This is an optimization exercise on Yosys and OpenROAD, whose aim is small area, a short achievable clock period and few clock cycles, not a production implementation.
Only simulation tests tie the RTL to the original design; equivalence was not proved.
Power is estimated from default activity; no workload was simulated.

[design.v]
package window_mac5_acc_pkg;
  typedef enum logic [1:0] {IDLE, ACCUM, DRAIN, OUT} state_t;
  localparam int DEF_WORD_WIDTH = 16;
  localparam int DEF_FRAC_BITS = 8;
endpackage
module booth_enc (
  input  logic [15:0] w,
  output logic [7:0] one,
  output logic [7:0] two,
  output logic [7:0] neg
);
  assign one[0] = w[0] ^ 1'b0;
  assign two[0] = (w[1] & ~w[0] & ~1'b0) | (~w[1] & w[0] & 1'b0);
  assign neg[0] = w[1];
  assign one[1] = w[2] ^ w[1];
  assign two[1] = (w[3] & ~w[2] & ~w[1]) | (~w[3] & w[2] & w[1]);
  assign neg[1] = w[3];
  assign one[2] = w[4] ^ w[3];
  assign two[2] = (w[5] & ~w[4] & ~w[3]) | (~w[5] & w[4] & w[3]);
  assign neg[2] = w[5];
  assign one[3] = w[6] ^ w[5];
  assign two[3] = (w[7] & ~w[6] & ~w[5]) | (~w[7] & w[6] & w[5]);
  assign neg[3] = w[7];
  assign one[4] = w[8] ^ w[7];
  assign two[4] = (w[9] & ~w[8] & ~w[7]) | (~w[9] & w[8] & w[7]);
  assign neg[4] = w[9];
  assign one[5] = w[10] ^ w[9];
  assign two[5] = (w[11] & ~w[10] & ~w[9]) | (~w[11] & w[10] & w[9]);
  assign neg[5] = w[11];
  assign one[6] = w[12] ^ w[11];
  assign two[6] = (w[13] & ~w[12] & ~w[11]) | (~w[13] & w[12] & w[11]);
  assign neg[6] = w[13];
  assign one[7] = w[14] ^ w[13];
  assign two[7] = (w[15] & ~w[14] & ~w[13]) | (~w[15] & w[14] & w[13]);
  assign neg[7] = w[15];
endmodule
module pp_sum (
  input  logic [7:0] one,
  input  logic [7:0] two,
  input  logic [7:0] neg,
  input  logic [18:0] x,
  output logic [41:0] pa,
  output logic [41:0] pb,
  output logic [41:0] pc
);
  logic [20:0] xe;
  assign xe = {{2{x[18]}}, x};
  logic [19:0] pp0;
  assign pp0 = ({20{one[0]}} & xe[19:0] | {20{two[0]}} & {xe[18:0], 1'b0}) ^ {20{neg[0]}};
  logic [19:0] pp1;
  assign pp1 = ({20{one[1]}} & xe[19:0] | {20{two[1]}} & {xe[18:0], 1'b0}) ^ {20{neg[1]}};
  logic [19:0] pp2;
  assign pp2 = ({20{one[2]}} & xe[19:0] | {20{two[2]}} & {xe[18:0], 1'b0}) ^ {20{neg[2]}};
  logic [19:0] pp3;
  assign pp3 = ({20{one[3]}} & xe[19:0] | {20{two[3]}} & {xe[18:0], 1'b0}) ^ {20{neg[3]}};
  logic [19:0] pp4;
  assign pp4 = ({20{one[4]}} & xe[19:0] | {20{two[4]}} & {xe[18:0], 1'b0}) ^ {20{neg[4]}};
  logic [19:0] pp5;
  assign pp5 = ({20{one[5]}} & xe[19:0] | {20{two[5]}} & {xe[18:0], 1'b0}) ^ {20{neg[5]}};
  logic [19:0] pp6;
  assign pp6 = ({20{one[6]}} & xe[19:0] | {20{two[6]}} & {xe[18:0], 1'b0}) ^ {20{neg[6]}};
  logic [19:0] pp7;
  assign pp7 = ({20{one[7]}} & xe[19:0] | {20{two[7]}} & {xe[18:0], 1'b0}) ^ {20{neg[7]}};
  logic as1, ac1;
  assign as1 = neg[2] ^ pp0[4];
  assign ac1 = neg[2] & pp0[4];
  logic as2, ac2;
  assign as2 = pp0[5] ^ pp1[3];
  assign ac2 = pp0[5] & pp1[3];
  logic as3, ac3;
  assign as3 = neg[3] ^ pp0[6] ^ pp1[4];
  assign ac3 = (neg[3] & pp0[6]) | (neg[3] & pp1[4]) | (pp0[6] & pp1[4]);
  logic as4, ac4;
  assign as4 = pp2[2] ^ pp3[0];
  assign ac4 = pp2[2] & pp3[0];
  logic as5, ac5;
  assign as5 = pp0[7] ^ pp1[5] ^ pp2[3];
  assign ac5 = (pp0[7] & pp1[5]) | (pp0[7] & pp2[3]) | (pp1[5] & pp2[3]);
  logic as6, ac6;
  assign as6 = pp3[1] ^ ac4;
  assign ac6 = pp3[1] & ac4;
  logic as7, ac7;
  assign as7 = neg[4] ^ pp0[8] ^ pp1[6];
  assign ac7 = (neg[4] & pp0[8]) | (neg[4] & pp1[6]) | (pp0[8] & pp1[6]);
  logic as8, ac8;
  assign as8 = pp2[4] ^ pp3[2] ^ pp4[0];
  assign ac8 = (pp2[4] & pp3[2]) | (pp2[4] & pp4[0]) | (pp3[2] & pp4[0]);
  logic as9, ac9;
  assign as9 = ac5 ^ ac6;
  assign ac9 = ac5 & ac6;
  logic as10, ac10;
  assign as10 = pp0[9] ^ pp1[7] ^ pp2[5];
  assign ac10 = (pp0[9] & pp1[7]) | (pp0[9] & pp2[5]) | (pp1[7] & pp2[5]);
  logic as11, ac11;
  assign as11 = pp3[3] ^ pp4[1] ^ ac7;
  assign ac11 = (pp3[3] & pp4[1]) | (pp3[3] & ac7) | (pp4[1] & ac7);
  logic as12, ac12;
  assign as12 = ac8 ^ as10;
  assign ac12 = ac8 & as10;
  logic as13, ac13;
  assign as13 = neg[5] ^ pp0[10] ^ pp1[8];
  assign ac13 = (neg[5] & pp0[10]) | (neg[5] & pp1[8]) | (pp0[10] & pp1[8]);
  logic as14, ac14;
  assign as14 = pp2[6] ^ pp3[4] ^ pp4[2];
  assign ac14 = (pp2[6] & pp3[4]) | (pp2[6] & pp4[2]) | (pp3[4] & pp4[2]);
  logic as15, ac15;
  assign as15 = pp5[0] ^ ac10 ^ as13;
  assign ac15 = (pp5[0] & ac10) | (pp5[0] & as13) | (ac10 & as13);
  logic as16, ac16;
  assign as16 = as14 ^ ac12;
  assign ac16 = as14 & ac12;
  logic as17, ac17;
  assign as17 = pp0[11] ^ pp1[9] ^ pp2[7];
  assign ac17 = (pp0[11] & pp1[9]) | (pp0[11] & pp2[7]) | (pp1[9] & pp2[7]);
  logic as18, ac18;
  assign as18 = pp3[5] ^ pp4[3] ^ pp5[1];
  assign ac18 = (pp3[5] & pp4[3]) | (pp3[5] & pp5[1]) | (pp4[3] & pp5[1]);
  logic as19, ac19;
  assign as19 = ac13 ^ ac14 ^ as17;
  assign ac19 = (ac13 & ac14) | (ac13 & as17) | (ac14 & as17);
  logic as20, ac20;
  assign as20 = as18 ^ ac15;
  assign ac20 = as18 & ac15;
  logic as21, ac21;
  assign as21 = neg[6] ^ pp0[12] ^ pp1[10];
  assign ac21 = (neg[6] & pp0[12]) | (neg[6] & pp1[10]) | (pp0[12] & pp1[10]);
  logic as22, ac22;
  assign as22 = pp2[8] ^ pp3[6] ^ pp4[4];
  assign ac22 = (pp2[8] & pp3[6]) | (pp2[8] & pp4[4]) | (pp3[6] & pp4[4]);
  logic as23, ac23;
  assign as23 = pp5[2] ^ pp6[0] ^ ac17;
  assign ac23 = (pp5[2] & pp6[0]) | (pp5[2] & ac17) | (pp6[0] & ac17);
  logic as24, ac24;
  assign as24 = ac18 ^ as21 ^ as22;
  assign ac24 = (ac18 & as21) | (ac18 & as22) | (as21 & as22);
  logic as25, ac25;
  assign as25 = ac19 ^ as23;
  assign ac25 = ac19 & as23;
  logic as26, ac26;
  assign as26 = pp0[13] ^ pp1[11] ^ pp2[9];
  assign ac26 = (pp0[13] & pp1[11]) | (pp0[13] & pp2[9]) | (pp1[11] & pp2[9]);
  logic as27, ac27;
  assign as27 = pp3[7] ^ pp4[5] ^ pp5[3];
  assign ac27 = (pp3[7] & pp4[5]) | (pp3[7] & pp5[3]) | (pp4[5] & pp5[3]);
  logic as28, ac28;
  assign as28 = pp6[1] ^ ac21 ^ ac22;
  assign ac28 = (pp6[1] & ac21) | (pp6[1] & ac22) | (ac21 & ac22);
  logic as29, ac29;
  assign as29 = as26 ^ as27 ^ ac23;
  assign ac29 = (as26 & as27) | (as26 & ac23) | (as27 & ac23);
  logic as30, ac30;
  assign as30 = ac24 ^ as28;
  assign ac30 = ac24 & as28;
  logic as31, ac31;
  assign as31 = neg[7] ^ pp0[14] ^ pp1[12];
  assign ac31 = (neg[7] & pp0[14]) | (neg[7] & pp1[12]) | (pp0[14] & pp1[12]);
  logic as32, ac32;
  assign as32 = pp2[10] ^ pp3[8] ^ pp4[6];
  assign ac32 = (pp2[10] & pp3[8]) | (pp2[10] & pp4[6]) | (pp3[8] & pp4[6]);
  logic as33, ac33;
  assign as33 = pp5[4] ^ pp6[2] ^ pp7[0];
  assign ac33 = (pp5[4] & pp6[2]) | (pp5[4] & pp7[0]) | (pp6[2] & pp7[0]);
  logic as34, ac34;
  assign as34 = ac26 ^ ac27 ^ as31;
  assign ac34 = (ac26 & ac27) | (ac26 & as31) | (ac27 & as31);
  logic as35, ac35;
  assign as35 = as32 ^ as33 ^ ac28;
  assign ac35 = (as32 & as33) | (as32 & ac28) | (as33 & ac28);
  logic as36, ac36;
  assign as36 = as34 ^ ac30;
  assign ac36 = as34 & ac30;
  logic as37, ac37;
  assign as37 = pp0[15] ^ pp1[13] ^ pp2[11];
  assign ac37 = (pp0[15] & pp1[13]) | (pp0[15] & pp2[11]) | (pp1[13] & pp2[11]);
  logic as38, ac38;
  assign as38 = pp3[9] ^ pp4[7] ^ pp5[5];
  assign ac38 = (pp3[9] & pp4[7]) | (pp3[9] & pp5[5]) | (pp4[7] & pp5[5]);
  logic as39, ac39;
  assign as39 = pp6[3] ^ pp7[1] ^ ac31;
  assign ac39 = (pp6[3] & pp7[1]) | (pp6[3] & ac31) | (pp7[1] & ac31);
  logic as40, ac40;
  assign as40 = ac32 ^ ac33 ^ as37;
  assign ac40 = (ac32 & ac33) | (ac32 & as37) | (ac33 & as37);
  logic as41, ac41;
  assign as41 = as38 ^ ac34 ^ as39;
  assign ac41 = (as38 & ac34) | (as38 & as39) | (ac34 & as39);
  logic as42, ac42;
  assign as42 = as40 ^ ac35;
  assign ac42 = as40 & ac35;
  logic as43, ac43;
  assign as43 = pp0[16] ^ pp1[14] ^ pp2[12];
  assign ac43 = (pp0[16] & pp1[14]) | (pp0[16] & pp2[12]) | (pp1[14] & pp2[12]);
  logic as44, ac44;
  assign as44 = pp3[10] ^ pp4[8] ^ pp5[6];
  assign ac44 = (pp3[10] & pp4[8]) | (pp3[10] & pp5[6]) | (pp4[8] & pp5[6]);
  logic as45, ac45;
  assign as45 = pp6[4] ^ pp7[2] ^ ac37;
  assign ac45 = (pp6[4] & pp7[2]) | (pp6[4] & ac37) | (pp7[2] & ac37);
  logic as46, ac46;
  assign as46 = ac38 ^ as43 ^ as44;
  assign ac46 = (ac38 & as43) | (ac38 & as44) | (as43 & as44);
  logic as47, ac47;
  assign as47 = ac39 ^ ac40 ^ as45;
  assign ac47 = (ac39 & ac40) | (ac39 & as45) | (ac40 & as45);
  logic as48, ac48;
  assign as48 = as46 ^ ac41;
  assign ac48 = as46 & ac41;
  logic as49, ac49;
  assign as49 = pp0[17] ^ pp1[15] ^ pp2[13];
  assign ac49 = (pp0[17] & pp1[15]) | (pp0[17] & pp2[13]) | (pp1[15] & pp2[13]);
  logic as50, ac50;
  assign as50 = pp3[11] ^ pp4[9] ^ pp5[7];
  assign ac50 = (pp3[11] & pp4[9]) | (pp3[11] & pp5[7]) | (pp4[9] & pp5[7]);
  logic as51, ac51;
  assign as51 = pp6[5] ^ pp7[3] ^ ac43;
  assign ac51 = (pp6[5] & pp7[3]) | (pp6[5] & ac43) | (pp7[3] & ac43);
  logic as52, ac52;
  assign as52 = ac44 ^ as49 ^ as50;
  assign ac52 = (ac44 & as49) | (ac44 & as50) | (as49 & as50);
  logic as53, ac53;
  assign as53 = ac45 ^ ac46 ^ as51;
  assign ac53 = (ac45 & ac46) | (ac45 & as51) | (ac46 & as51);
  logic as54, ac54;
  assign as54 = as52 ^ ac47;
  assign ac54 = as52 & ac47;
  logic as55, ac55;
  assign as55 = pp0[18] ^ pp1[16] ^ pp2[14];
  assign ac55 = (pp0[18] & pp1[16]) | (pp0[18] & pp2[14]) | (pp1[16] & pp2[14]);
  logic as56, ac56;
  assign as56 = pp3[12] ^ pp4[10] ^ pp5[8];
  assign ac56 = (pp3[12] & pp4[10]) | (pp3[12] & pp5[8]) | (pp4[10] & pp5[8]);
  logic as57, ac57;
  assign as57 = pp6[6] ^ pp7[4] ^ ac49;
  assign ac57 = (pp6[6] & pp7[4]) | (pp6[6] & ac49) | (pp7[4] & ac49);
  logic as58, ac58;
  assign as58 = ac50 ^ as55 ^ as56;
  assign ac58 = (ac50 & as55) | (ac50 & as56) | (as55 & as56);
  logic as59, ac59;
  assign as59 = ac51 ^ ac52 ^ as57;
  assign ac59 = (ac51 & ac52) | (ac51 & as57) | (ac52 & as57);
  logic as60, ac60;
  assign as60 = as58 ^ ac53;
  assign ac60 = as58 & ac53;
  logic as61, ac61;
  assign as61 = 1'b1 ^ ~pp0[19] ^ pp1[17];
  assign ac61 = (1'b1 & ~pp0[19]) | (1'b1 & pp1[17]) | (~pp0[19] & pp1[17]);
  logic as62, ac62;
  assign as62 = pp2[15] ^ pp3[13] ^ pp4[11];
  assign ac62 = (pp2[15] & pp3[13]) | (pp2[15] & pp4[11]) | (pp3[13] & pp4[11]);
  logic as63, ac63;
  assign as63 = pp5[9] ^ pp6[7] ^ pp7[5];
  assign ac63 = (pp5[9] & pp6[7]) | (pp5[9] & pp7[5]) | (pp6[7] & pp7[5]);
  logic as64, ac64;
  assign as64 = ac55 ^ ac56 ^ as61;
  assign ac64 = (ac55 & ac56) | (ac55 & as61) | (ac56 & as61);
  logic as65, ac65;
  assign as65 = as62 ^ as63 ^ ac57;
  assign ac65 = (as62 & as63) | (as62 & ac57) | (as63 & ac57);
  logic as66, ac66;
  assign as66 = ac58 ^ as64 ^ as65;
  assign ac66 = (ac58 & as64) | (ac58 & as65) | (as64 & as65);
  logic as67, ac67;
  assign as67 = 1'b1 ^ pp1[18] ^ pp2[16];
  assign ac67 = (1'b1 & pp1[18]) | (1'b1 & pp2[16]) | (pp1[18] & pp2[16]);
  logic as68, ac68;
  assign as68 = pp3[14] ^ pp4[12] ^ pp5[10];
  assign ac68 = (pp3[14] & pp4[12]) | (pp3[14] & pp5[10]) | (pp4[12] & pp5[10]);
  logic as69, ac69;
  assign as69 = pp6[8] ^ pp7[6] ^ ac61;
  assign ac69 = (pp6[8] & pp7[6]) | (pp6[8] & ac61) | (pp7[6] & ac61);
  logic as70, ac70;
  assign as70 = ac62 ^ ac63 ^ as67;
  assign ac70 = (ac62 & ac63) | (ac62 & as67) | (ac63 & as67);
  logic as71, ac71;
  assign as71 = as68 ^ ac64 ^ as69;
  assign ac71 = (as68 & ac64) | (as68 & as69) | (ac64 & as69);
  logic as72, ac72;
  assign as72 = as70 ^ ac65;
  assign ac72 = as70 & ac65;
  logic as73, ac73;
  assign as73 = ~pp1[19] ^ pp2[17] ^ pp3[15];
  assign ac73 = (~pp1[19] & pp2[17]) | (~pp1[19] & pp3[15]) | (pp2[17] & pp3[15]);
  logic as74, ac74;
  assign as74 = pp4[13] ^ pp5[11] ^ pp6[9];
  assign ac74 = (pp4[13] & pp5[11]) | (pp4[13] & pp6[9]) | (pp5[11] & pp6[9]);
  logic as75, ac75;
  assign as75 = pp7[7] ^ ac67 ^ ac68;
  assign ac75 = (pp7[7] & ac67) | (pp7[7] & ac68) | (ac67 & ac68);
  logic as76, ac76;
  assign as76 = as73 ^ as74 ^ ac69;
  assign ac76 = (as73 & as74) | (as73 & ac69) | (as74 & ac69);
  logic as77, ac77;
  assign as77 = ac70 ^ as75 ^ as76;
  assign ac77 = (ac70 & as75) | (ac70 & as76) | (as75 & as76);
  logic as78, ac78;
  assign as78 = 1'b1 ^ pp2[18] ^ pp3[16];
  assign ac78 = (1'b1 & pp2[18]) | (1'b1 & pp3[16]) | (pp2[18] & pp3[16]);
  logic as79, ac79;
  assign as79 = pp4[14] ^ pp5[12] ^ pp6[10];
  assign ac79 = (pp4[14] & pp5[12]) | (pp4[14] & pp6[10]) | (pp5[12] & pp6[10]);
  logic as80, ac80;
  assign as80 = pp7[8] ^ ac73 ^ ac74;
  assign ac80 = (pp7[8] & ac73) | (pp7[8] & ac74) | (ac73 & ac74);
  logic as81, ac81;
  assign as81 = as78 ^ as79 ^ ac75;
  assign ac81 = (as78 & as79) | (as78 & ac75) | (as79 & ac75);
  logic as82, ac82;
  assign as82 = as80 ^ ac76;
  assign ac82 = as80 & ac76;
  logic as83, ac83;
  assign as83 = ~pp2[19] ^ pp3[17] ^ pp4[15];
  assign ac83 = (~pp2[19] & pp3[17]) | (~pp2[19] & pp4[15]) | (pp3[17] & pp4[15]);
  logic as84, ac84;
  assign as84 = pp5[13] ^ pp6[11] ^ pp7[9];
  assign ac84 = (pp5[13] & pp6[11]) | (pp5[13] & pp7[9]) | (pp6[11] & pp7[9]);
  logic as85, ac85;
  assign as85 = ac78 ^ ac79 ^ as83;
  assign ac85 = (ac78 & ac79) | (ac78 & as83) | (ac79 & as83);
  logic as86, ac86;
  assign as86 = as84 ^ ac80 ^ as85;
  assign ac86 = (as84 & ac80) | (as84 & as85) | (ac80 & as85);
  logic as87, ac87;
  assign as87 = 1'b1 ^ pp3[18] ^ pp4[16];
  assign ac87 = (1'b1 & pp3[18]) | (1'b1 & pp4[16]) | (pp3[18] & pp4[16]);
  logic as88, ac88;
  assign as88 = pp5[14] ^ pp6[12] ^ pp7[10];
  assign ac88 = (pp5[14] & pp6[12]) | (pp5[14] & pp7[10]) | (pp6[12] & pp7[10]);
  logic as89, ac89;
  assign as89 = ac83 ^ ac84 ^ as87;
  assign ac89 = (ac83 & ac84) | (ac83 & as87) | (ac84 & as87);
  logic as90, ac90;
  assign as90 = as88 ^ ac85;
  assign ac90 = as88 & ac85;
  logic as91, ac91;
  assign as91 = ~pp3[19] ^ pp4[17] ^ pp5[15];
  assign ac91 = (~pp3[19] & pp4[17]) | (~pp3[19] & pp5[15]) | (pp4[17] & pp5[15]);
  logic as92, ac92;
  assign as92 = pp6[13] ^ pp7[11] ^ ac87;
  assign ac92 = (pp6[13] & pp7[11]) | (pp6[13] & ac87) | (pp7[11] & ac87);
  logic as93, ac93;
  assign as93 = ac88 ^ as91 ^ ac89;
  assign ac93 = (ac88 & as91) | (ac88 & ac89) | (as91 & ac89);
  logic as94, ac94;
  assign as94 = 1'b1 ^ pp4[18] ^ pp5[16];
  assign ac94 = (1'b1 & pp4[18]) | (1'b1 & pp5[16]) | (pp4[18] & pp5[16]);
  logic as95, ac95;
  assign as95 = pp6[14] ^ pp7[12] ^ ac91;
  assign ac95 = (pp6[14] & pp7[12]) | (pp6[14] & ac91) | (pp7[12] & ac91);
  logic as96, ac96;
  assign as96 = as94 ^ ac92;
  assign ac96 = as94 & ac92;
  logic as97, ac97;
  assign as97 = ~pp4[19] ^ pp5[17] ^ pp6[15];
  assign ac97 = (~pp4[19] & pp5[17]) | (~pp4[19] & pp6[15]) | (pp5[17] & pp6[15]);
  logic as98, ac98;
  assign as98 = pp7[13] ^ ac94 ^ as97;
  assign ac98 = (pp7[13] & ac94) | (pp7[13] & as97) | (ac94 & as97);
  logic as99, ac99;
  assign as99 = 1'b1 ^ pp5[18] ^ pp6[16];
  assign ac99 = (1'b1 & pp5[18]) | (1'b1 & pp6[16]) | (pp5[18] & pp6[16]);
  logic as100, ac100;
  assign as100 = pp7[14] ^ ac97;
  assign ac100 = pp7[14] & ac97;
  logic as101, ac101;
  assign as101 = ~pp5[19] ^ pp6[17] ^ pp7[15];
  assign ac101 = (~pp5[19] & pp6[17]) | (~pp5[19] & pp7[15]) | (pp6[17] & pp7[15]);
  logic as102, ac102;
  assign as102 = 1'b1 ^ pp6[18];
  assign ac102 = 1'b1 & pp6[18];
  assign pa[0] = neg[0];
  assign pb[0] = pp0[0];
  assign pc[0] = 1'b0;
  assign pa[1] = pp0[1];
  assign pb[1] = 1'b0;
  assign pc[1] = 1'b0;
  assign pa[2] = neg[1];
  assign pb[2] = pp0[2];
  assign pc[2] = pp1[0];
  assign pa[3] = pp0[3];
  assign pb[3] = pp1[1];
  assign pc[3] = 1'b0;
  assign pa[4] = pp1[2];
  assign pb[4] = pp2[0];
  assign pc[4] = as1;
  assign pa[5] = pp2[1];
  assign pb[5] = ac1;
  assign pc[5] = as2;
  assign pa[6] = ac2;
  assign pb[6] = as4;
  assign pc[6] = as3;
  assign pa[7] = ac3;
  assign pb[7] = as5;
  assign pc[7] = as6;
  assign pa[8] = as7;
  assign pb[8] = as8;
  assign pc[8] = as9;
  assign pa[9] = ac9;
  assign pb[9] = as12;
  assign pc[9] = as11;
  assign pa[10] = ac11;
  assign pb[10] = as15;
  assign pc[10] = as16;
  assign pa[11] = ac16;
  assign pb[11] = as19;
  assign pc[11] = as20;
  assign pa[12] = as24;
  assign pb[12] = ac20;
  assign pc[12] = as25;
  assign pa[13] = ac25;
  assign pb[13] = as30;
  assign pc[13] = as29;
  assign pa[14] = ac29;
  assign pb[14] = as35;
  assign pc[14] = as36;
  assign pa[15] = ac36;
  assign pb[15] = as41;
  assign pc[15] = as42;
  assign pa[16] = as47;
  assign pb[16] = ac42;
  assign pc[16] = as48;
  assign pa[17] = as53;
  assign pb[17] = ac48;
  assign pc[17] = as54;
  assign pa[18] = as59;
  assign pb[18] = ac54;
  assign pc[18] = as60;
  assign pa[19] = ac59;
  assign pb[19] = ac60;
  assign pc[19] = as66;
  assign pa[20] = as71;
  assign pb[20] = as72;
  assign pc[20] = ac66;
  assign pa[21] = ac71;
  assign pb[21] = ac72;
  assign pc[21] = as77;
  assign pa[22] = as81;
  assign pb[22] = as82;
  assign pc[22] = ac77;
  assign pa[23] = ac81;
  assign pb[23] = as86;
  assign pc[23] = ac82;
  assign pa[24] = as89;
  assign pb[24] = as90;
  assign pc[24] = ac86;
  assign pa[25] = as92;
  assign pb[25] = ac90;
  assign pc[25] = as93;
  assign pa[26] = as95;
  assign pb[26] = as96;
  assign pc[26] = ac93;
  assign pa[27] = ac95;
  assign pb[27] = as98;
  assign pc[27] = ac96;
  assign pa[28] = as99;
  assign pb[28] = as100;
  assign pc[28] = ac98;
  assign pa[29] = ac99;
  assign pb[29] = as101;
  assign pc[29] = ac100;
  assign pa[30] = pp7[16];
  assign pb[30] = as102;
  assign pc[30] = ac101;
  assign pa[31] = ~pp6[19];
  assign pb[31] = pp7[17];
  assign pc[31] = ac102;
  assign pa[32] = 1'b1;
  assign pb[32] = pp7[18];
  assign pc[32] = 1'b0;
  assign pa[33] = ~pp7[19];
  assign pb[33] = 1'b0;
  assign pc[33] = 1'b0;
  assign pa[34] = 1'b1;
  assign pb[34] = 1'b0;
  assign pc[34] = 1'b0;
  assign pa[35] = 1'b1;
  assign pb[35] = 1'b0;
  assign pc[35] = 1'b0;
  assign pa[36] = 1'b1;
  assign pb[36] = 1'b0;
  assign pc[36] = 1'b0;
  assign pa[37] = 1'b1;
  assign pb[37] = 1'b0;
  assign pc[37] = 1'b0;
  assign pa[38] = 1'b1;
  assign pb[38] = 1'b0;
  assign pc[38] = 1'b0;
  assign pa[39] = 1'b1;
  assign pb[39] = 1'b0;
  assign pc[39] = 1'b0;
  assign pa[40] = 1'b1;
  assign pb[40] = 1'b0;
  assign pc[40] = 1'b0;
  assign pa[41] = 1'b1;
  assign pb[41] = 1'b0;
  assign pc[41] = 1'b0;
endmodule
module acc_add (
  input  logic [41:0] acc,
  input  logic [7:0] cin,
  input  logic [41:0] pa,
  input  logic [41:0] pb,
  input  logic [41:0] pc,
  output logic [41:0] acc_n,
  output logic [7:0] cout
);
  logic [41:0] r0, r1;
  logic bs1, bc1;
  assign bs1 = acc[0] ^ pa[0] ^ pb[0];
  assign bc1 = (acc[0] & pa[0]) | (acc[0] & pb[0]) | (pa[0] & pb[0]);
  logic bs2, bc2;
  assign bs2 = acc[1] ^ pa[1] ^ pb[1];
  assign bc2 = (acc[1] & pa[1]) | (acc[1] & pb[1]) | (pa[1] & pb[1]);
  logic bs3, bc3;
  assign bs3 = pc[1] ^ bc1;
  assign bc3 = pc[1] & bc1;
  logic bs4, bc4;
  assign bs4 = acc[2] ^ pa[2] ^ pb[2];
  assign bc4 = (acc[2] & pa[2]) | (acc[2] & pb[2]) | (pa[2] & pb[2]);
  logic bs5, bc5;
  assign bs5 = pc[2] ^ bc2 ^ bs4;
  assign bc5 = (pc[2] & bc2) | (pc[2] & bs4) | (bc2 & bs4);
  logic bs6, bc6;
  assign bs6 = acc[3] ^ pa[3] ^ pb[3];
  assign bc6 = (acc[3] & pa[3]) | (acc[3] & pb[3]) | (pa[3] & pb[3]);
  logic bs7, bc7;
  assign bs7 = pc[3] ^ bc4 ^ bs6;
  assign bc7 = (pc[3] & bc4) | (pc[3] & bs6) | (bc4 & bs6);
  logic bs8, bc8;
  assign bs8 = acc[4] ^ pa[4] ^ pb[4];
  assign bc8 = (acc[4] & pa[4]) | (acc[4] & pb[4]) | (pa[4] & pb[4]);
  logic bs9, bc9;
  assign bs9 = pc[4] ^ bc6 ^ bs8;
  assign bc9 = (pc[4] & bc6) | (pc[4] & bs8) | (bc6 & bs8);
  logic bs10, bc10;
  assign bs10 = acc[5] ^ pa[5] ^ pb[5];
  assign bc10 = (acc[5] & pa[5]) | (acc[5] & pb[5]) | (pa[5] & pb[5]);
  logic bs11, bc11;
  assign bs11 = pc[5] ^ bc8 ^ bs10;
  assign bc11 = (pc[5] & bc8) | (pc[5] & bs10) | (bc8 & bs10);
  logic bs12, bc12;
  assign bs12 = acc[6] ^ pa[6] ^ pb[6];
  assign bc12 = (acc[6] & pa[6]) | (acc[6] & pb[6]) | (pa[6] & pb[6]);
  logic bs13, bc13;
  assign bs13 = pc[6] ^ bc10 ^ bs12;
  assign bc13 = (pc[6] & bc10) | (pc[6] & bs12) | (bc10 & bs12);
  logic bs14, bc14;
  assign bs14 = acc[7] ^ pa[7] ^ pb[7];
  assign bc14 = (acc[7] & pa[7]) | (acc[7] & pb[7]) | (pa[7] & pb[7]);
  logic bs15, bc15;
  assign bs15 = pc[7] ^ bc12 ^ bs14;
  assign bc15 = (pc[7] & bc12) | (pc[7] & bs14) | (bc12 & bs14);
  logic bs16, bc16;
  assign bs16 = acc[8] ^ pa[8] ^ pb[8];
  assign bc16 = (acc[8] & pa[8]) | (acc[8] & pb[8]) | (pa[8] & pb[8]);
  logic bs17, bc17;
  assign bs17 = pc[8] ^ bc14 ^ bs16;
  assign bc17 = (pc[8] & bc14) | (pc[8] & bs16) | (bc14 & bs16);
  logic bs18, bc18;
  assign bs18 = acc[9] ^ pa[9] ^ pb[9];
  assign bc18 = (acc[9] & pa[9]) | (acc[9] & pb[9]) | (pa[9] & pb[9]);
  logic bs19, bc19;
  assign bs19 = pc[9] ^ bc16 ^ bs18;
  assign bc19 = (pc[9] & bc16) | (pc[9] & bs18) | (bc16 & bs18);
  logic bs20, bc20;
  assign bs20 = acc[10] ^ pa[10] ^ pb[10];
  assign bc20 = (acc[10] & pa[10]) | (acc[10] & pb[10]) | (pa[10] & pb[10]);
  logic bs21, bc21;
  assign bs21 = pc[10] ^ bc18 ^ bs20;
  assign bc21 = (pc[10] & bc18) | (pc[10] & bs20) | (bc18 & bs20);
  logic bs22, bc22;
  assign bs22 = acc[11] ^ pa[11] ^ pb[11];
  assign bc22 = (acc[11] & pa[11]) | (acc[11] & pb[11]) | (pa[11] & pb[11]);
  logic bs23, bc23;
  assign bs23 = pc[11] ^ bc20 ^ bs22;
  assign bc23 = (pc[11] & bc20) | (pc[11] & bs22) | (bc20 & bs22);
  logic bs24, bc24;
  assign bs24 = acc[12] ^ pa[12] ^ pb[12];
  assign bc24 = (acc[12] & pa[12]) | (acc[12] & pb[12]) | (pa[12] & pb[12]);
  logic bs25, bc25;
  assign bs25 = pc[12] ^ bc22 ^ bs24;
  assign bc25 = (pc[12] & bc22) | (pc[12] & bs24) | (bc22 & bs24);
  logic bs26, bc26;
  assign bs26 = acc[13] ^ pa[13] ^ pb[13];
  assign bc26 = (acc[13] & pa[13]) | (acc[13] & pb[13]) | (pa[13] & pb[13]);
  logic bs27, bc27;
  assign bs27 = pc[13] ^ bc24 ^ bs26;
  assign bc27 = (pc[13] & bc24) | (pc[13] & bs26) | (bc24 & bs26);
  logic bs28, bc28;
  assign bs28 = acc[14] ^ pa[14] ^ pb[14];
  assign bc28 = (acc[14] & pa[14]) | (acc[14] & pb[14]) | (pa[14] & pb[14]);
  logic bs29, bc29;
  assign bs29 = pc[14] ^ bc26 ^ bs28;
  assign bc29 = (pc[14] & bc26) | (pc[14] & bs28) | (bc26 & bs28);
  logic bs30, bc30;
  assign bs30 = acc[15] ^ pa[15] ^ pb[15];
  assign bc30 = (acc[15] & pa[15]) | (acc[15] & pb[15]) | (pa[15] & pb[15]);
  logic bs31, bc31;
  assign bs31 = pc[15] ^ bc28 ^ bs30;
  assign bc31 = (pc[15] & bc28) | (pc[15] & bs30) | (bc28 & bs30);
  logic bs32, bc32;
  assign bs32 = acc[16] ^ pa[16] ^ pb[16];
  assign bc32 = (acc[16] & pa[16]) | (acc[16] & pb[16]) | (pa[16] & pb[16]);
  logic bs33, bc33;
  assign bs33 = pc[16] ^ bc30 ^ bs32;
  assign bc33 = (pc[16] & bc30) | (pc[16] & bs32) | (bc30 & bs32);
  logic bs34, bc34;
  assign bs34 = acc[17] ^ pa[17] ^ pb[17];
  assign bc34 = (acc[17] & pa[17]) | (acc[17] & pb[17]) | (pa[17] & pb[17]);
  logic bs35, bc35;
  assign bs35 = pc[17] ^ bc32 ^ bs34;
  assign bc35 = (pc[17] & bc32) | (pc[17] & bs34) | (bc32 & bs34);
  logic bs36, bc36;
  assign bs36 = acc[18] ^ pa[18] ^ pb[18];
  assign bc36 = (acc[18] & pa[18]) | (acc[18] & pb[18]) | (pa[18] & pb[18]);
  logic bs37, bc37;
  assign bs37 = pc[18] ^ bc34 ^ bs36;
  assign bc37 = (pc[18] & bc34) | (pc[18] & bs36) | (bc34 & bs36);
  logic bs38, bc38;
  assign bs38 = acc[19] ^ pa[19] ^ pb[19];
  assign bc38 = (acc[19] & pa[19]) | (acc[19] & pb[19]) | (pa[19] & pb[19]);
  logic bs39, bc39;
  assign bs39 = pc[19] ^ bc36 ^ bs38;
  assign bc39 = (pc[19] & bc36) | (pc[19] & bs38) | (bc36 & bs38);
  logic bs40, bc40;
  assign bs40 = acc[20] ^ pa[20] ^ pb[20];
  assign bc40 = (acc[20] & pa[20]) | (acc[20] & pb[20]) | (pa[20] & pb[20]);
  logic bs41, bc41;
  assign bs41 = pc[20] ^ bc38 ^ bs40;
  assign bc41 = (pc[20] & bc38) | (pc[20] & bs40) | (bc38 & bs40);
  logic bs42, bc42;
  assign bs42 = acc[21] ^ pa[21] ^ pb[21];
  assign bc42 = (acc[21] & pa[21]) | (acc[21] & pb[21]) | (pa[21] & pb[21]);
  logic bs43, bc43;
  assign bs43 = pc[21] ^ bc40 ^ bs42;
  assign bc43 = (pc[21] & bc40) | (pc[21] & bs42) | (bc40 & bs42);
  logic bs44, bc44;
  assign bs44 = acc[22] ^ pa[22] ^ pb[22];
  assign bc44 = (acc[22] & pa[22]) | (acc[22] & pb[22]) | (pa[22] & pb[22]);
  logic bs45, bc45;
  assign bs45 = pc[22] ^ bc42 ^ bs44;
  assign bc45 = (pc[22] & bc42) | (pc[22] & bs44) | (bc42 & bs44);
  logic bs46, bc46;
  assign bs46 = acc[23] ^ pa[23] ^ pb[23];
  assign bc46 = (acc[23] & pa[23]) | (acc[23] & pb[23]) | (pa[23] & pb[23]);
  logic bs47, bc47;
  assign bs47 = pc[23] ^ bc44 ^ bs46;
  assign bc47 = (pc[23] & bc44) | (pc[23] & bs46) | (bc44 & bs46);
  logic bs48, bc48;
  assign bs48 = acc[24] ^ pa[24] ^ pb[24];
  assign bc48 = (acc[24] & pa[24]) | (acc[24] & pb[24]) | (pa[24] & pb[24]);
  logic bs49, bc49;
  assign bs49 = pc[24] ^ bc46 ^ bs48;
  assign bc49 = (pc[24] & bc46) | (pc[24] & bs48) | (bc46 & bs48);
  logic bs50, bc50;
  assign bs50 = acc[25] ^ pa[25] ^ pb[25];
  assign bc50 = (acc[25] & pa[25]) | (acc[25] & pb[25]) | (pa[25] & pb[25]);
  logic bs51, bc51;
  assign bs51 = pc[25] ^ bc48 ^ bs50;
  assign bc51 = (pc[25] & bc48) | (pc[25] & bs50) | (bc48 & bs50);
  logic bs52, bc52;
  assign bs52 = acc[26] ^ pa[26] ^ pb[26];
  assign bc52 = (acc[26] & pa[26]) | (acc[26] & pb[26]) | (pa[26] & pb[26]);
  logic bs53, bc53;
  assign bs53 = pc[26] ^ bc50 ^ bs52;
  assign bc53 = (pc[26] & bc50) | (pc[26] & bs52) | (bc50 & bs52);
  logic bs54, bc54;
  assign bs54 = acc[27] ^ pa[27] ^ pb[27];
  assign bc54 = (acc[27] & pa[27]) | (acc[27] & pb[27]) | (pa[27] & pb[27]);
  logic bs55, bc55;
  assign bs55 = pc[27] ^ bc52 ^ bs54;
  assign bc55 = (pc[27] & bc52) | (pc[27] & bs54) | (bc52 & bs54);
  logic bs56, bc56;
  assign bs56 = acc[28] ^ pa[28] ^ pb[28];
  assign bc56 = (acc[28] & pa[28]) | (acc[28] & pb[28]) | (pa[28] & pb[28]);
  logic bs57, bc57;
  assign bs57 = pc[28] ^ bc54 ^ bs56;
  assign bc57 = (pc[28] & bc54) | (pc[28] & bs56) | (bc54 & bs56);
  logic bs58, bc58;
  assign bs58 = acc[29] ^ pa[29] ^ pb[29];
  assign bc58 = (acc[29] & pa[29]) | (acc[29] & pb[29]) | (pa[29] & pb[29]);
  logic bs59, bc59;
  assign bs59 = pc[29] ^ bc56 ^ bs58;
  assign bc59 = (pc[29] & bc56) | (pc[29] & bs58) | (bc56 & bs58);
  logic bs60, bc60;
  assign bs60 = acc[30] ^ pa[30] ^ pb[30];
  assign bc60 = (acc[30] & pa[30]) | (acc[30] & pb[30]) | (pa[30] & pb[30]);
  logic bs61, bc61;
  assign bs61 = pc[30] ^ bc58 ^ bs60;
  assign bc61 = (pc[30] & bc58) | (pc[30] & bs60) | (bc58 & bs60);
  logic bs62, bc62;
  assign bs62 = acc[31] ^ pa[31] ^ pb[31];
  assign bc62 = (acc[31] & pa[31]) | (acc[31] & pb[31]) | (pa[31] & pb[31]);
  logic bs63, bc63;
  assign bs63 = pc[31] ^ bc60 ^ bs62;
  assign bc63 = (pc[31] & bc60) | (pc[31] & bs62) | (bc60 & bs62);
  logic bs64, bc64;
  assign bs64 = acc[32] ^ pa[32] ^ pb[32];
  assign bc64 = (acc[32] & pa[32]) | (acc[32] & pb[32]) | (pa[32] & pb[32]);
  logic bs65, bc65;
  assign bs65 = pc[32] ^ bc62 ^ bs64;
  assign bc65 = (pc[32] & bc62) | (pc[32] & bs64) | (bc62 & bs64);
  logic bs66, bc66;
  assign bs66 = acc[33] ^ pa[33] ^ pb[33];
  assign bc66 = (acc[33] & pa[33]) | (acc[33] & pb[33]) | (pa[33] & pb[33]);
  logic bs67, bc67;
  assign bs67 = pc[33] ^ bc64 ^ bs66;
  assign bc67 = (pc[33] & bc64) | (pc[33] & bs66) | (bc64 & bs66);
  logic bs68, bc68;
  assign bs68 = acc[34] ^ pa[34] ^ pb[34];
  assign bc68 = (acc[34] & pa[34]) | (acc[34] & pb[34]) | (pa[34] & pb[34]);
  logic bs69, bc69;
  assign bs69 = pc[34] ^ bc66 ^ bs68;
  assign bc69 = (pc[34] & bc66) | (pc[34] & bs68) | (bc66 & bs68);
  logic bs70, bc70;
  assign bs70 = acc[35] ^ pa[35] ^ pb[35];
  assign bc70 = (acc[35] & pa[35]) | (acc[35] & pb[35]) | (pa[35] & pb[35]);
  logic bs71, bc71;
  assign bs71 = pc[35] ^ bc68 ^ bs70;
  assign bc71 = (pc[35] & bc68) | (pc[35] & bs70) | (bc68 & bs70);
  logic bs72, bc72;
  assign bs72 = acc[36] ^ pa[36] ^ pb[36];
  assign bc72 = (acc[36] & pa[36]) | (acc[36] & pb[36]) | (pa[36] & pb[36]);
  logic bs73, bc73;
  assign bs73 = pc[36] ^ bc70 ^ bs72;
  assign bc73 = (pc[36] & bc70) | (pc[36] & bs72) | (bc70 & bs72);
  logic bs74, bc74;
  assign bs74 = acc[37] ^ pa[37] ^ pb[37];
  assign bc74 = (acc[37] & pa[37]) | (acc[37] & pb[37]) | (pa[37] & pb[37]);
  logic bs75, bc75;
  assign bs75 = pc[37] ^ bc72 ^ bs74;
  assign bc75 = (pc[37] & bc72) | (pc[37] & bs74) | (bc72 & bs74);
  logic bs76, bc76;
  assign bs76 = acc[38] ^ pa[38] ^ pb[38];
  assign bc76 = (acc[38] & pa[38]) | (acc[38] & pb[38]) | (pa[38] & pb[38]);
  logic bs77, bc77;
  assign bs77 = pc[38] ^ bc74 ^ bs76;
  assign bc77 = (pc[38] & bc74) | (pc[38] & bs76) | (bc74 & bs76);
  logic bs78, bc78;
  assign bs78 = acc[39] ^ pa[39] ^ pb[39];
  assign bc78 = (acc[39] & pa[39]) | (acc[39] & pb[39]) | (pa[39] & pb[39]);
  logic bs79, bc79;
  assign bs79 = pc[39] ^ bc76 ^ bs78;
  assign bc79 = (pc[39] & bc76) | (pc[39] & bs78) | (bc76 & bs78);
  logic bs80, bc80;
  assign bs80 = acc[40] ^ pa[40] ^ pb[40];
  assign bc80 = (acc[40] & pa[40]) | (acc[40] & pb[40]) | (pa[40] & pb[40]);
  logic bs81, bc81;
  assign bs81 = pc[40] ^ bc78 ^ bs80;
  assign bc81 = (pc[40] & bc78) | (pc[40] & bs80) | (bc78 & bs80);
  logic bs82, bc82;
  assign bs82 = acc[41] ^ pa[41] ^ pb[41];
  assign bc82 = (acc[41] & pa[41]) | (acc[41] & pb[41]) | (pa[41] & pb[41]);
  logic bs83, bc83;
  assign bs83 = pc[41] ^ bc80 ^ bs82;
  assign bc83 = (pc[41] & bc80) | (pc[41] & bs82) | (bc80 & bs82);
  assign r0[0] = pc[0];
  assign r1[0] = bs1;
  assign r0[1] = bs2;
  assign r1[1] = bs3;
  assign r0[2] = bc3;
  assign r1[2] = bs5;
  assign r0[3] = bc5;
  assign r1[3] = bs7;
  assign r0[4] = bc7;
  assign r1[4] = bs9;
  assign r0[5] = bc9;
  assign r1[5] = bs11;
  assign r0[6] = bc11;
  assign r1[6] = bs13;
  assign r0[7] = bc13;
  assign r1[7] = bs15;
  assign r0[8] = bc15;
  assign r1[8] = bs17;
  assign r0[9] = bc17;
  assign r1[9] = bs19;
  assign r0[10] = bc19;
  assign r1[10] = bs21;
  assign r0[11] = bc21;
  assign r1[11] = bs23;
  assign r0[12] = bc23;
  assign r1[12] = bs25;
  assign r0[13] = bc25;
  assign r1[13] = bs27;
  assign r0[14] = bc27;
  assign r1[14] = bs29;
  assign r0[15] = bc29;
  assign r1[15] = bs31;
  assign r0[16] = bc31;
  assign r1[16] = bs33;
  assign r0[17] = bc33;
  assign r1[17] = bs35;
  assign r0[18] = bc35;
  assign r1[18] = bs37;
  assign r0[19] = bc37;
  assign r1[19] = bs39;
  assign r0[20] = bc39;
  assign r1[20] = bs41;
  assign r0[21] = bc41;
  assign r1[21] = bs43;
  assign r0[22] = bc43;
  assign r1[22] = bs45;
  assign r0[23] = bc45;
  assign r1[23] = bs47;
  assign r0[24] = bc47;
  assign r1[24] = bs49;
  assign r0[25] = bc49;
  assign r1[25] = bs51;
  assign r0[26] = bc51;
  assign r1[26] = bs53;
  assign r0[27] = bc53;
  assign r1[27] = bs55;
  assign r0[28] = bc55;
  assign r1[28] = bs57;
  assign r0[29] = bc57;
  assign r1[29] = bs59;
  assign r0[30] = bc59;
  assign r1[30] = bs61;
  assign r0[31] = bc61;
  assign r1[31] = bs63;
  assign r0[32] = bc63;
  assign r1[32] = bs65;
  assign r0[33] = bc65;
  assign r1[33] = bs67;
  assign r0[34] = bc67;
  assign r1[34] = bs69;
  assign r0[35] = bc69;
  assign r1[35] = bs71;
  assign r0[36] = bc71;
  assign r1[36] = bs73;
  assign r0[37] = bc73;
  assign r1[37] = bs75;
  assign r0[38] = bc75;
  assign r1[38] = bs77;
  assign r0[39] = bc77;
  assign r1[39] = bs79;
  assign r0[40] = bc79;
  assign r1[40] = bs81;
  assign r0[41] = bc81;
  assign r1[41] = bs83;
  assign {cout[0], acc_n[4:0]} = 6'(r0[4:0]) + 6'(r1[4:0]) + 6'(1'b0);
  assign {cout[1], acc_n[9:5]} = 6'(r0[9:5]) + 6'(r1[9:5]) + 6'(cin[0]);
  assign {cout[2], acc_n[14:10]} = 6'(r0[14:10]) + 6'(r1[14:10]) + 6'(cin[1]);
  assign {cout[3], acc_n[19:15]} = 6'(r0[19:15]) + 6'(r1[19:15]) + 6'(cin[2]);
  assign {cout[4], acc_n[24:20]} = 6'(r0[24:20]) + 6'(r1[24:20]) + 6'(cin[3]);
  assign {cout[5], acc_n[29:25]} = 6'(r0[29:25]) + 6'(r1[29:25]) + 6'(cin[4]);
  assign {cout[6], acc_n[34:30]} = 6'(r0[34:30]) + 6'(r1[34:30]) + 6'(cin[5]);
  assign {cout[7], acc_n[39:35]} = 6'(r0[39:35]) + 6'(r1[39:35]) + 6'(cin[6]);
  assign acc_n[41:40] = r0[41:40] + r1[41:40] + 2'(cin[7]);
endmodule
import window_mac5_acc_pkg::*;
module window_mac5_acc #(
  parameter int WORD_WIDTH = window_mac5_acc_pkg::DEF_WORD_WIDTH,
  parameter int FRAC_BITS  = window_mac5_acc_pkg::DEF_FRAC_BITS,
  parameter int CNT_WIDTH  = 8
) (
  input  logic                  clk,
  input  logic                  rst,
  input  logic                  w_load,
  input  logic [2:0]            w_idx,
  input  logic [WORD_WIDTH-1:0] w_data,
  input  logic                  start,
  input  logic [CNT_WIDTH-1:0]  acc_len,
  input  logic                  in_valid,
  input  logic [WORD_WIDTH-1:0] data_in_0,
  input  logic [WORD_WIDTH-1:0] data_in_1,
  input  logic [WORD_WIDTH-1:0] data_in_2,
  input  logic [WORD_WIDTH-1:0] data_in_3,
  input  logic [WORD_WIDTH-1:0] data_in_4,
  output logic                  busy,
  output logic                  out_valid,
  output logic [WORD_WIDTH-1:0] out_data
);
  localparam int XW = WORD_WIDTH + 3;             
  localparam int SW = 2 * WORD_WIDTH + CNT_WIDTH + 2;   
  localparam int PW = SW;                         
  localparam int L1 = 5;                          
  localparam int L2 = 10;                         
  localparam int L3 = 15;
  localparam logic [CNT_WIDTH-1:0] DONE_CNT = CNT_WIDTH'(-7);
  localparam int CH = 5;                          
  localparam int NCH = (SW + CH - 1) / CH;
  logic [4:0][WORD_WIDTH-1:0] weight;
  logic [4:0][WORD_WIDTH-1:0] window;
  logic [4:0][XW-1:0] x_sum, x_keep, x_add, x_nxt;
  logic [4:0] x_c1, x_c2, x_c3, c1_nxt, c2_nxt, c3_nxt;
  logic [4:0] ring;
  logic [4:0] w_set;       
  logic [XW-1:0] xr, x_sel, x_pick;
  logic c1_sel, c2_sel, c3_sel;
  logic [WORD_WIDTH-1:0] w_sel;
  logic [WORD_WIDTH/2-1:0] one, two, neg, one_r, two_r, neg_r;
  logic [PW-1:0] pa, pb, pc, pa_r, pb_r, pc_r;
  logic [SW-1:0] acc, acc_nxt, total, pend;
  logic [NCH-2:0] acc_cy, cy_nxt;
  logic [CNT_WIDTH-1:0] cnt;
  logic accum;
  logic idle, busy_nx;
  logic [4:0] ring_nx, keep;
  logic go, accept, last, fire;
  logic [SW-FRAC_BITS-1:0] rounded;
  logic [WORD_WIDTH-1:0] result;
  logic in_range;
  assign window = {data_in_4, data_in_3, data_in_2, data_in_1, data_in_0};
  assign go = idle && start && acc_len != '0;
  assign accept = accum && in_valid;
  assign last = accept && cnt == CNT_WIDTH'(1);
  assign fire = !idle && !accum && cnt == DONE_CNT;
  assign busy_nx = idle ? go : !fire;
  assign ring_nx = {ring[3:0], ring[4]};
  for (genvar i = 0; i < 5; i++) begin : g_tap
    assign x_keep[i] = keep[i] ? x_sum[i] : XW'(0);
    assign x_add[i] = accept ? XW'($signed(window[i])) : XW'(0);
    assign {c1_nxt[i], x_nxt[i][L1-1:0]} = (L1+1)'(x_keep[i][L1-1:0]) + (L1+1)'(x_add[i][L1-1:0]);
    assign {c2_nxt[i], x_nxt[i][L2-1:L1]} = (L2-L1+1)'(x_keep[i][L2-1:L1])
                                          + (L2-L1+1)'(x_add[i][L2-1:L1]) + (L2-L1+1)'(keep[i] && x_c1[i]);
    assign {c3_nxt[i], x_nxt[i][L3-1:L2]} = (L3-L2+1)'(x_keep[i][L3-1:L2])
                                          + (L3-L2+1)'(x_add[i][L3-1:L2]) + (L3-L2+1)'(keep[i] && x_c2[i]);
    assign x_nxt[i][XW-1:L3] = x_keep[i][XW-1:L3] + x_add[i][XW-1:L3] + (XW-L3)'(keep[i] && x_c3[i]);
  end
  always_comb begin
    x_sel = '0;
    c1_sel = 1'b0;
    c2_sel = 1'b0;
    c3_sel = 1'b0;
    w_sel = '0;
    for (int i = 0; i < 5; i++) begin
      x_sel = x_sel | ({XW{ring[i]}} & x_sum[i]);
      c1_sel = c1_sel | (ring[i] & x_c1[i]);
      c2_sel = c2_sel | (ring[i] & x_c2[i]);
      c3_sel = c3_sel | (ring[i] & x_c3[i]);
      w_sel = w_sel | ({WORD_WIDTH{ring[i] && w_set[i]}} & weight[i]);
    end
  end
  assign x_pick = {x_sel[XW-1:L1] + (XW-L1)'({c3_sel, {(L3-L2-1){1'b0}}, c2_sel, {(L2-L1-1){1'b0}}, c1_sel}),
                   x_sel[L1-1:0]};
  booth_enc u_enc (
    .w(w_sel),
    .one(one),
    .two(two),
    .neg(neg)
  );
  pp_sum u_pp (
    .one(one_r),
    .two(two_r),
    .neg(neg_r),
    .x(xr),
    .pa(pa),
    .pb(pb),
    .pc(pc)
  );
  acc_add u_acc (
    .acc(acc),
    .cin(acc_cy),
    .pa(pa_r),
    .pb(pb_r),
    .pc(pc_r),
    .acc_n(acc_nxt),
    .cout(cy_nxt)
  );
  always_comb begin
    pend = '0;
    for (int c = 1; c < NCH; c++) pend[c*CH] = acc_cy[c-1];
  end
  assign total = acc + pend;
  assign rounded = total[SW-1:FRAC_BITS];
  assign in_range = &rounded[SW-FRAC_BITS-1:WORD_WIDTH-1] || ~|rounded[SW-FRAC_BITS-1:WORD_WIDTH-1];
  assign result = in_range ? rounded[WORD_WIDTH-1:0]
                           : {rounded[SW-FRAC_BITS-1], {(WORD_WIDTH-1){~rounded[SW-FRAC_BITS-1]}}};
  always_ff @(posedge clk) begin
    x_sum <= x_nxt;
    x_c1 <= c1_nxt;
    x_c2 <= c2_nxt;
    x_c3 <= c3_nxt;
    xr <= (idle || rst) ? '0 : x_pick;
    one_r <= one;
    two_r <= two;
    neg_r <= neg;
    pa_r <= pa;
    pb_r <= pb;
    pc_r <= pc;
    for (int i = 0; i < 5; i++)
      if (idle && w_load && w_idx == 3'(i)) weight[i] <= w_data;
    acc <= idle ? SW'(1 << (FRAC_BITS - 1)) : acc_nxt;
    acc_cy <= idle ? '0 : cy_nxt;
    keep <= (busy_nx && !rst) ? ~ring_nx : '0;
    cnt <= idle ? acc_len : cnt - CNT_WIDTH'(!accum || in_valid);
    if (rst) begin
      ring <= 5'b00001;
      busy <= 1'b0;
      idle <= 1'b1;
      accum <= 1'b0;
      out_valid <= 1'b0;
      out_data <= '0;
      w_set <= '0;
    end else begin
      ring <= ring_nx;
      busy <= busy_nx;
      idle <= !busy_nx;
      accum <= accum ? !last : go;
      out_valid <= fire;
      if (fire) out_data <= result;
      for (int i = 0; i < 5; i++)
        if (idle && w_load && w_idx == 3'(i)) w_set[i] <= 1'b1;
    end
  end
endmodule
[flow/run.sh]
#!/bin/bash
set -euo pipefail
export BUFFER_PORTS_ARGS="-buffer_cell sky130_fd_sc_hd__buf_2"
bash standard.sh finish > standard.log 2>&1
[standard.sh]
#!/bin/bash
# synth_recipe.tcl (not shown) runs the flow's synth.tcl, then flattens the netlist and writes it again
# the make line also repeats each setting of config.mk as NAME=value (left out here)
make -C /OpenROAD-flow-scripts/flow DESIGN_CONFIG=/design/flow/config.mk WORK_HOME=/design/flow/orfs CLKGATE_MAP_FILE= SYNTH_SCRIPT=/design/flow/synth_recipe.tcl "${@:-finish}"
[config.mk]
export PLATFORM = sky130hd
export DESIGN_NAME = window_mac5_acc
export DESIGN_NICKNAME = window_mac5_acc
export VERILOG_FILES = /design/flow/design.v
export SDC_FILE = /design/flow/constraint.sdc
export NUM_CORES = 4
export LEC_CHECK = 0
export CAP_MARGIN = 20
export CORE_MARGIN = 2
export CORE_UTILIZATION = 40
export CTS_CLUSTER_DIAMETER = 100
export CTS_CLUSTER_SIZE = 22
export SETUP_SLACK_MARGIN = 4.4
export SLEW_MARGIN = 20
[constraint.sdc]
create_clock -name core_clock -period 7.5 [get_ports {clk}]
set_input_delay 1.5000 -clock core_clock [delete_from_list [all_inputs] [get_ports {clk}]]
set_output_delay 1.5000 -clock core_clock [all_outputs]
set_load 0.01 [all_outputs]
==> run notes <==
Run status:
- The flow ran to the end and the layout has no timing, DRC or antenna violations.

Worst hold path:
- The startpoint of the most critical hold path is w_set[1].
- The worst min-delay path endpoint is w_set[1].
- The class of the worst hold path is reg2reg.
- The cell depth of the worst min-delay path is 2.

Detailed routing:
- The first detailed-routing pass took 8 iterations.
- The total number of vias is 17,343.
- The via count normalized by instance count is 5.20.
- The count of routing violations after the opening detailed-route iteration is 1,484.
- The met1 layer wirelength in the final routing is 27,100 um.
- The highest signal layer in the routed design is met5.
- In this run the remaining antenna-violating nets after routing total 0.
- The met3 wire length is 3800 um.
- Dividing the detail-routed wire length by the instance count gives 18.1 um.
- The DRC violations left is 0.
- Detailed routing placed a total of 27,400 um of wire on met2.
- The wire length after detailed routing is 60,300 um.

Power:
- The fraction of power consumed by the clock network is 27.4%.
- IR analysis of the VDD net gives a maximum drop of 0.133 mV.
- The switching part of the total power is 30.0%.
- Internal power comes to 3.63 mW.
- The overall power is 5.18 mW.
- Dividing total power by cell area gives a power density of 189 mW/mm^2.
- The leakage component of the power is 12.4 nW.
- The share of total power dissipated in combinational logic is 22.4%.
- Per report_power, the sequential group accounts for 50.2% of the total.
- The switching power of the nets is 1.56 mW.

STA:
- The count of endpoints failing setup in the final report is 0.
- Headroom to the max-slew limit came out at 35.8%.
- The post-route clock skew is 16.1 ps.
- At the pin with the least slew margin, the transition time is 961 ps.
- Setup repair after global routing could not meet its margin everywhere.
- The max-slew violation total from the final report came to 0.
- The hold violation total from the final report is 0.
- After layout, the worst path uses 40.5% of the clock period.
- The time the worst path needs with I/O delays and setup is 3040 ps.
- The worst path meets setup with 4460 ps of slack.
- For the final routed database, the setup TNS stands at 0 ps.
- The maximum clock rate is 329 MHz.

Logic synthesis:
- The cell area that synthesis handed to floorplanning was 0.0249 mm^2.
- The count of flip-flops with a built-in enable after synthesis is 80.
- For this run, the number of Yosys warnings is 1.
- The share of flip-flops with an asynchronous set or reset is 0%.
- The number of distinct standard cells referenced by the synthesized netlist is 67.
- The instance count of the mapped netlist is 2,433.
- The main flop type after synthesis is sky130_fd_sc_hd__dfxtp_1.
- The number of nets in the synthesized netlist is 2,892.
- The sequential area share after synthesis is 37.0%.
- The synthesized area per cell is 10.2 um^2.
- The register bit total from synthesis is 420.

Worst setup path:
- The data required time at the worst endpoint is 7950 ps.
- The startpoint class of the critical path is a register.
- The critical path's top delay family is adder cells.
- The worst-case register-to-register setup slack is 4460 ps.
- The critical path buffer and inverter count is 2.
- The signal on the critical path passes through a22oi_1, xnor2_1, fa_1, inv_1, fa_1, fa_1, inv_1, fa_1.
- STA classifies the critical path endpoint as a register.
- The slowest stage of the critical path is the sky130_fd_sc_hd__dfxtp_1 cell.
- In this design, the stage delay of the slowest critical-path cell is 820 ps.
- The worst register-to-register path ends at pc_r[19].
- Data arrives at the worst endpoint at 3490 ps.
- The critical path is of the reg2reg type.
- Counting cells, the worst reg-to-reg path comes to 8.
- In this run the critical register-to-register path is launched from xr[13].
- The largest fanout on the critical path is 16.
- The most used cell along the critical path is sky130_fd_sc_hd__fa_1.

Floorplan:
- The placement row count is 91.
- Once the floorplan was initialized, standard cells occupied 40.5% of the core.
- The total I/O pin count is 130.
- The width of the die is 254 um.
- The core area is 0.0616 mm^2.
- The die covers 0.0643 mm^2.
- The die is 254 um tall.

CTS:
- The worst-case clock buffer depth is 3.
- Buffers inserted during clock tree synthesis total 24.
- The CTS tree is yes.
- For this design, the sink count on the clock tree is 420.
- The clock-pin transition on the worst setup and hold timing paths is 90 ps.
- In this run the clock root is driven by a sky130_fd_sc_hd__clkbuf_16.
- CTS built an H-tree with a depth of 1.
- The hold buffer count at cts is 0.
- The clock reaches the later pin of the worst-skew pair after 580 ps.

Job:
- The max-cap check violation count is 0.

Place:
- At the end of routability-driven placement, the weighted congestion stood at 0.874.
- Buffers placed on the I/O ports in this run total 129.
- The total placed instance area is 0.0263 mm^2.
- Prior to clock tree synthesis, the placed netlist has a worst setup slack of 2970 ps.
- The estimated wirelength of the detail-placed design is 43,700 um.

Global route:
- The first global-routing pass estimated 96,600 um of wire.
- Global routing used 18.8% of the available tracks across all layers.
- The number of global-route vias before repair is 17,812.
- The total overflow left after global routing is 0.
- The pin count of the biggest net entering global routing is 66.
- The initial antenna violation count is 4.

Finish:
- The area growth from synthesis to final layout is 10.3%.
- At the end of the flow, the number of nets in the layout was 2,944.
- Summing all flip-flop and latch instances after layout gives 0.00924 mm^2.
- The share of cells above drive strength 1 is 12.0%.
- Summing all multi-input logic gate instances after layout gives 0.0145 mm^2.
- Cells fill 44.6% of the core in the end.
- After filler insertion, the fill cell instance count of the layout stands at 5,809.
- The final cell area excluding filler cells is 0.0275 mm^2.
==> kinds of logic (layout without fill, tap and decap cells) <==
group | after synthesis | after routing | share of synthesized area, %
simple gates | 519 | 521 | 10.6
compound gates | 471 | 471 | 13.5
flops | 420 | 420 | 37.0
buf+inv | 391 | 452 | 5.89
fa+ha+maj | 347 | 347 | 23.0
xor+xnor | 281 | 281 | 9.88
mux | 4 | 4 | 0.211
other cells | 0 | 1 | 0
==> cells in the mapped netlist (all sizes together) (2+ instances only) <==
| cell type | instances | area share (%) |
|---|---|---|
| dfxtp | 340 | 27 |
| inv | 244 | 3.7 |
| a22oi | 186 | 5.6 |
| fa | 185 | 15 |
| xnor2 | 183 | 6.4 |
| ha | 162 | 8.1 |
| nand2 | 158 | 2.4 |
| clkbuf | 129 | 1.9 |
| xor2 | 98 | 3.4 |
| nor2 | 90 | 1.4 |
| and2 | 80 | 2.0 |
| edfxtp | 80 | 9.6 |
| a21oi | 74 | 1.5 |
| a21o | 69 | 2.1 |
| and3 | 67 | 1.7 |
| o21ai | 50 | 1.0 |
| nor2b | 40 | 1.0 |
| a222oi | 22 | 0.88 |
| nand3 | 22 | 0.48 |
| buf | 18 | 0.27 |
| nor3 | 17 | 0.36 |
| a221oi | 14 | 0.49 |
| a31oi | 13 | 0.33 |
| nand2b | 11 | 0.28 |
| nand4 | 9 | 0.23 |
| nor4 | 7 | 0.24 |
| o21bai | 7 | 0.21 |
| o211ai | 6 | 0.24 |
| o32ai | 5 | 0.25 |
| a211oi | 4 | 0.14 |
| mux2i | 4 | 0.21 |
| or3 | 4 | 0.10 |
| and4 | 3 | 0.11 |
| nor4b | 3 | 0.11 |
| o22ai | 3 | 0.075 |
| or2 | 3 | 0.075 |
| a22o | 2 | 0.070 |
| a31o | 2 | 0.070 |
| a41oi | 2 | 0.070 |
| or4 | 2 | 0.075 |
==> sequential cells by signal, indices dropped and copies added (netlist names) <==
signal / flops
x_sum: 95
weight: 80
acc: 42
pa_r: 33
pb_r: 32
pc_r: 29
xr: 19
out_data: 16
acc_cy: 8
cnt: 8
neg_r: 8
one_r: 8
two_r: 8
keep: 5
ring: 5
w_set: 5
x_c1: 5
x_c2: 5
x_c3: 5
accum: 1
busy: 1
idle: 1
out_valid: 1
==> layout make-up <==
cell class	count	share of cell area [%]
clock buffers	32	2.44
clock inverters	5	0.178
well taps	837	3.81
multi-input cells	1624	52.9
inverters	244	3.35
flip-flops and latches	420	33.6
repair buffers	171	3.71
diodes	1	0.00910
==> worst max-delay path by stage <==
stage	from	endpoint	slack, ps	cells past startpoint
2_1_floorplan	in_valid	x_sum[9]	4390	11
3_3_place_gp	in_valid	x_sum[73]	3100	7
3_5_place_dp	in_valid	x_sum[73]	2970	7
4_1_cts	acc_cy[1]	out_data[4]	4410	11
6_report	xr[13]	pc_r[19]	4460	8
5_1_grt	acc_cy[1]	out_data[3]	4350	12
==> per-layer routing <==
metal	vias to the layer above	GRT usage, %
li1	8310	-
met1	8363	25.5
met2	537	30.5
met3	125	3.32
met4	8	5.92
met5	-	0
==> worst register-to-register path, cell delays in order, from the launching register on <==
cell,delay (ps)
sky130_fd_sc_hd__dfxtp_1,820
sky130_fd_sc_hd__a22oi_1,230
sky130_fd_sc_hd__xnor2_1,230
sky130_fd_sc_hd__fa_1,200
sky130_fd_sc_hd__inv_1,70
sky130_fd_sc_hd__fa_1,390
sky130_fd_sc_hd__fa_1,490
sky130_fd_sc_hd__inv_1,50
sky130_fd_sc_hd__fa_1,430
==> stage by stage <==
stage,hold WS (ps),std cells
6_report,469,3334
3_3_place_gp,444,3270
2_1_floorplan,347,2433
4_1_cts,473,3310
3_5_place_dp,452,3270
5_1_grt,512,3333
==> cell usage in the layout (no fill, tap or decap), types with 80 or more instances in the layout <==
master	instances
sky130_fd_sc_hd__xnor2_1	182
sky130_fd_sc_hd__a22oi_1	186
sky130_fd_sc_hd__edfxtp_1	80
sky130_fd_sc_hd__fa_1	169
sky130_fd_sc_hd__buf_2	129
sky130_fd_sc_hd__dfxtp_1	319
sky130_fd_sc_hd__nor2_1	87
sky130_fd_sc_hd__nand2_1	155
sky130_fd_sc_hd__inv_1	239
sky130_fd_sc_hd__ha_1	159
sky130_fd_sc_hd__xor2_1	98
==> power groups by stage <==
stage | clock (mW) | sequential (mW) | combinational, mW
2_1_floorplan | 0 | 2.57 | 0.912
3_3_place_gp | 0 | 2.65 | 1.09
3_5_place_dp | 0 | 2.65 | 1.13
4_1_cts | 1.47 | 2.60 | 1.15
5_1_grt | 1.55 | 2.63 | 1.35
6_report | 1.42 | 2.60 | 1.16
==> what timing repair did <==
item	4_1_cts	5_1_grt
resized for setup	10	60
endpoints found under the setup margin	139	46
setup buffers	2	21
pin swaps	1	17
gates cloned	1	2
Testbench counts, summed over its fixed seeds: cycles 17,141.

port drivers added, routing unchanged:
In the flow no input, the clock included, has a driving cell. The finished layout below was timed again as built, in two steps. Step 1, drivers: a clkbuf_16 drives clk and a buf_2 each remaining input, both assumed. Step 2, shift: input delay + t, output delay - t, t = (earliest + latest rising clock arrival at the registers) / 2. This alone moves slack from input paths to output paths. Three values: ideal, step 1, step 2; two values: the first two.
t (ns): 0.623
setup WS [ns]: 4.462 / 4.462 / 3.973
worst register clock-pin slew, ns: 0.10 / 0.10
After both steps setup and hold are still met in this run. The setup slack of this run moves by 0.000 ns with the drivers and by -0.489 ns with both steps.
